This is an optimization exercise on Yosys and OpenROAD, whose aim is small area and a short achievable clock period, not a production implementation.
Function was checked by simulation only, so behaviour that the tests miss may differ from the original.
No activity file was given, so power comes from the tool's default toggle rates.

## fjord
==> flow/design.v (excerpt) <==
module cpu_top (
	input  logic                               clk,
	input  logic                               rst,
	input  logic                               inst_valid,
	input  logic [cpu_pkg::word_width-1:0]     inst,
	output logic                               wb_valid,
	output logic [cpu_pkg::reg_addr_width-1:0] wb_reg,
	output logic [cpu_pkg::word_width-1:0]     wb_data,
	output logic                               out_valid,
	output logic [cpu_pkg::word_width-1:0]     out_data,
	output logic                               halted
);
For scale: roughly 1400 cells after synthesis, ~380 flip-flops, ~56 I/O pins, ~17000 um2 of cells after synthesis.
clock: 5.5 ns
lec_check: 0
cap_margin: 20
core_margin: 2
core_utilization: 40
setup_slack_margin: 2.2
slew_margin: 20
standard.sh (not shown) runs the stock make flow with config.mk's settings and CLKGATE_MAP_FILE= SYNTH_SCRIPT=/design/flow/synth_recipe.tcl, a recipe that flattens the netlist after the stock synthesis.
==> flow/flow/run.sh <==
#!/bin/bash
bash standard.sh ADDER_MAP_FILE= "BUFFER_PORTS_ARGS=-buffer_cell sky130_fd_sc_hd__buf_4" finish > standard.log 2>&1
Edits applied to the flow inputs when going from fjord to yarrow:
- putting CTS_BUF_LIST at sky130_fd_sc_hd__clkbuf_8 where nothing was set
- swapping 40 for 65 in CORE_UTILIZATION
- putting CTS_CLUSTER_DIAMETER at 50 where nothing was set
- putting PLACE_DENSITY at 0.75 where nothing was set
- putting CTS_CLUSTER_SIZE at 20 where nothing was set
- swapping 2.2 for 2.5 in SETUP_SLACK_MARGIN
==> flow/flow/run.sh <==
#!/bin/bash
export CUSTOM_ABC_SCRIPT=$PWD/flow/abc.script
bash standard.sh ADDER_MAP_FILE= "BUFFER_PORTS_ARGS=-buffer_cell sky130_fd_sc_hd__buf_4" SYNTH_SCRIPT=$PWD/flow/synth_custom.tcl finish > standard.log 2>&1
==> flow/flow/abc.script (new file) <==
&get -n
&st
&dch
&nf
&put
buffer -c
topo
stime -c
upsize -c
dnsize -c
==> flow/flow/synth_custom.tcl (new file) <==
# The standard synthesis script (synth_recipe.tcl), with one change:
# the ABC mapping step uses flow/abc.script in place of ORFS's speed script.
# Registers are mapped before ABC runs, so they are the same as the
# standard synthesis's.
proc synth {args} { yosys synth -nofsm -noshare {*}$args }
proc abc {args} {
  set i [lsearch -exact $args -script]
  if {$i >= 0} { lset args [expr {$i + 1}] $::env(CUSTOM_ABC_SCRIPT) }
  yosys abc {*}$args
}
source $::env(SCRIPTS_DIR)/synth.tcl
# left out here: clear keep_hierarchy, flatten, clean up, hide names made inside functions, write 1_2_yosys.v
Results
yarrow did not stop at any stage, and its layout met the timing, DRC and antenna checks. Relative to fjord, register-to-register slack has increased by 0.13 ns in yarrow. Lower combinational cell fraction of total power goes to yarrow over fjord. Comparing yarrow and fjord, the lower area overhead of the layout relative to synthesis is on yarrow. Row count (yarrow over fjord): decrease, 19. Between fjord and yarrow, initial antenna violation count increased. fjord → yarrow: instance area after placement shows a reduction of 9.4%; worst setup slack shows an increase of 0.13 ns; final critical-path share of the clock period shows a reduction of 2.3 points.
Input-level comparison between cedar and yarrow:
- SETUP_SLACK_MARGIN now 2.2, was 2.5
- PLACE_DENSITY no longer set, was 0.75
- CORE_UTILIZATION now 40, was 65
==> flow/flow/run.sh <==
#!/bin/bash
bash standard.sh ADDER_MAP_FILE= "BUFFER_PORTS_ARGS=-buffer_cell sky130_fd_sc_hd__buf_4" finish > standard.log 2>&1
removed: flow/flow/abc.script
removed: flow/flow/synth_custom.tcl
cedar against yarrow: total routed wirelength shows an increase of about 26%; worst IR drop on VDD shows a reduction of about 1.7%; die footprint shows an increase of about 70%; met1 routed wirelength after detailed routing shows an increase of 31%. Re number of nets in the finished design: yarrow was lower than cedar. Delta (cedar minus yarrow): mux contribution to synthesized area has increased, area growth from synthesis to final layout now larger, met2 layer usage reported by global route shrank by 12 points, maximum frequency went down by 4.9%. The top metal layer carrying routed signals comes out met5 in one run and met4 in the other, namely in yarrow and cedar respectively. [cedar] detailed placement HPWL rose 32% relative to yarrow.
> inputs changed (cedar -> pepper)
- removing CTS_CLUSTER_SIZE (formerly 20)
- removing CTS_CLUSTER_DIAMETER (formerly 50)
- setting PLACE_DENSITY to 0.75 for the first time
- changing CTS_BUF_LIST from sky130_fd_sc_hd__clkbuf_8 to sky130_fd_sc_hd__clkbuf_4 sky130_fd_sc_hd__clkbuf_8
- changing CORE_UTILIZATION from 40 to 65
==> flow/flow/run.sh <==
#!/bin/bash
export CUSTOM_ABC_SCRIPT=$PWD/flow/abc.script
bash standard.sh ADDER_MAP_FILE= "BUFFER_PORTS_ARGS=-buffer_cell sky130_fd_sc_hd__buf_4" SYNTH_SCRIPT=$PWD/flow/synth_custom.tcl finish > standard.log 2>&1
==> flow/flow/abc.script (new file) <==
&get -n
&st
&dch
&nf
&put
buffer -c
topo
stime -c
upsize -c
dnsize -c
==> flow/flow/synth_custom.tcl (new file) <==
# The standard synthesis script (synth_recipe.tcl), with one change:
# the ABC mapping step uses flow/abc.script in place of ORFS's speed script.
# Registers are mapped before ABC runs, so they are the same as the
# standard synthesis's.
proc synth {args} { yosys synth -nofsm -noshare {*}$args }
proc abc {args} {
  set i [lsearch -exact $args -script]
  if {$i >= 0} { lset args [expr {$i + 1}] $::env(CUSTOM_ABC_SCRIPT) }
  yosys abc {*}$args
}
source $::env(SCRIPTS_DIR)/synth.tcl
# left out here: clear keep_hierarchy, flatten, clean up, hide names made inside functions, write 1_2_yosys.v
Notes after the runs:
In the tables for cedar and pepper, sequential area share after synthesis reads lower with cedar.
cedar has higher length of routed met2 wiring than pepper.
Compared with cedar, pepper shows a sequential share of power that is 0.9 points lower.
Re detailed-route via count: cedar and pepper aren't equal, and the higher value belongs to cedar.
Inputs modified between pepper and juniper:
- swapping 65 for 40 in CORE_UTILIZATION
- putting CTS_CLUSTER_SIZE at 16 where nothing was set
- swapping sky130_fd_sc_hd__clkbuf_4 sky130_fd_sc_hd__clkbuf_8 for sky130_fd_sc_hd__clkbuf_8 in CTS_BUF_LIST
- clearing PLACE_DENSITY, which used to be 0.75
- putting CTS_CLUSTER_DIAMETER at 40 where nothing was set
==> flow/flow/run.sh <==
#!/bin/bash
bash standard.sh ADDER_MAP_FILE= "BUFFER_PORTS_ARGS=-buffer_cell sky130_fd_sc_hd__buf_4" finish > standard.log 2>&1
removed: flow/flow/abc.script
removed: flow/flow/synth_custom.tcl
On tapcell count: between juniper and pepper, it ends up lower for pepper.
juniper vs. pepper: design area +11%, die area +19000 um2.
Met1 track utilization from global routing: juniper < pepper
pepper -> juniper: routed length on met2 increased by more than a quarter

## what the ideal ports hide
No port has a modelled driver above. Below, the same layouts with a new extraction and two added sets of constraints. Step 1 assumes that a clkbuf_16 drives the clock port and a buf_2 every other input. Step 2 moves the port delays by t, midway between the first and last clock arrival at a register: inputs arrive t later, outputs are due t later. That takes back most of the time a late clock gives input paths. a / b / c = ideal ports / drivers / drivers and shift; a / b = the first two.
run	t (ns)	setup slack, ns	worst slew at a driven data input, ns
fjord	0.616	2.226 / 2.226 / 2.187	0.04
yarrow	0.688	2.353 / 2.353 / 2.153	0.04
cedar	0.666	2.192 / 2.192 / 2.192	0.04
pepper	0.648	2.243 / 2.243 / 2.169	0.04
juniper	0.688	2.203 / 2.203 / 2.192	0.04
After both steps every run listed still meets setup and hold. The setup slack of yarrow, which loses most, moves by 0.000 ns with the drivers and by -0.200 ns with both steps.
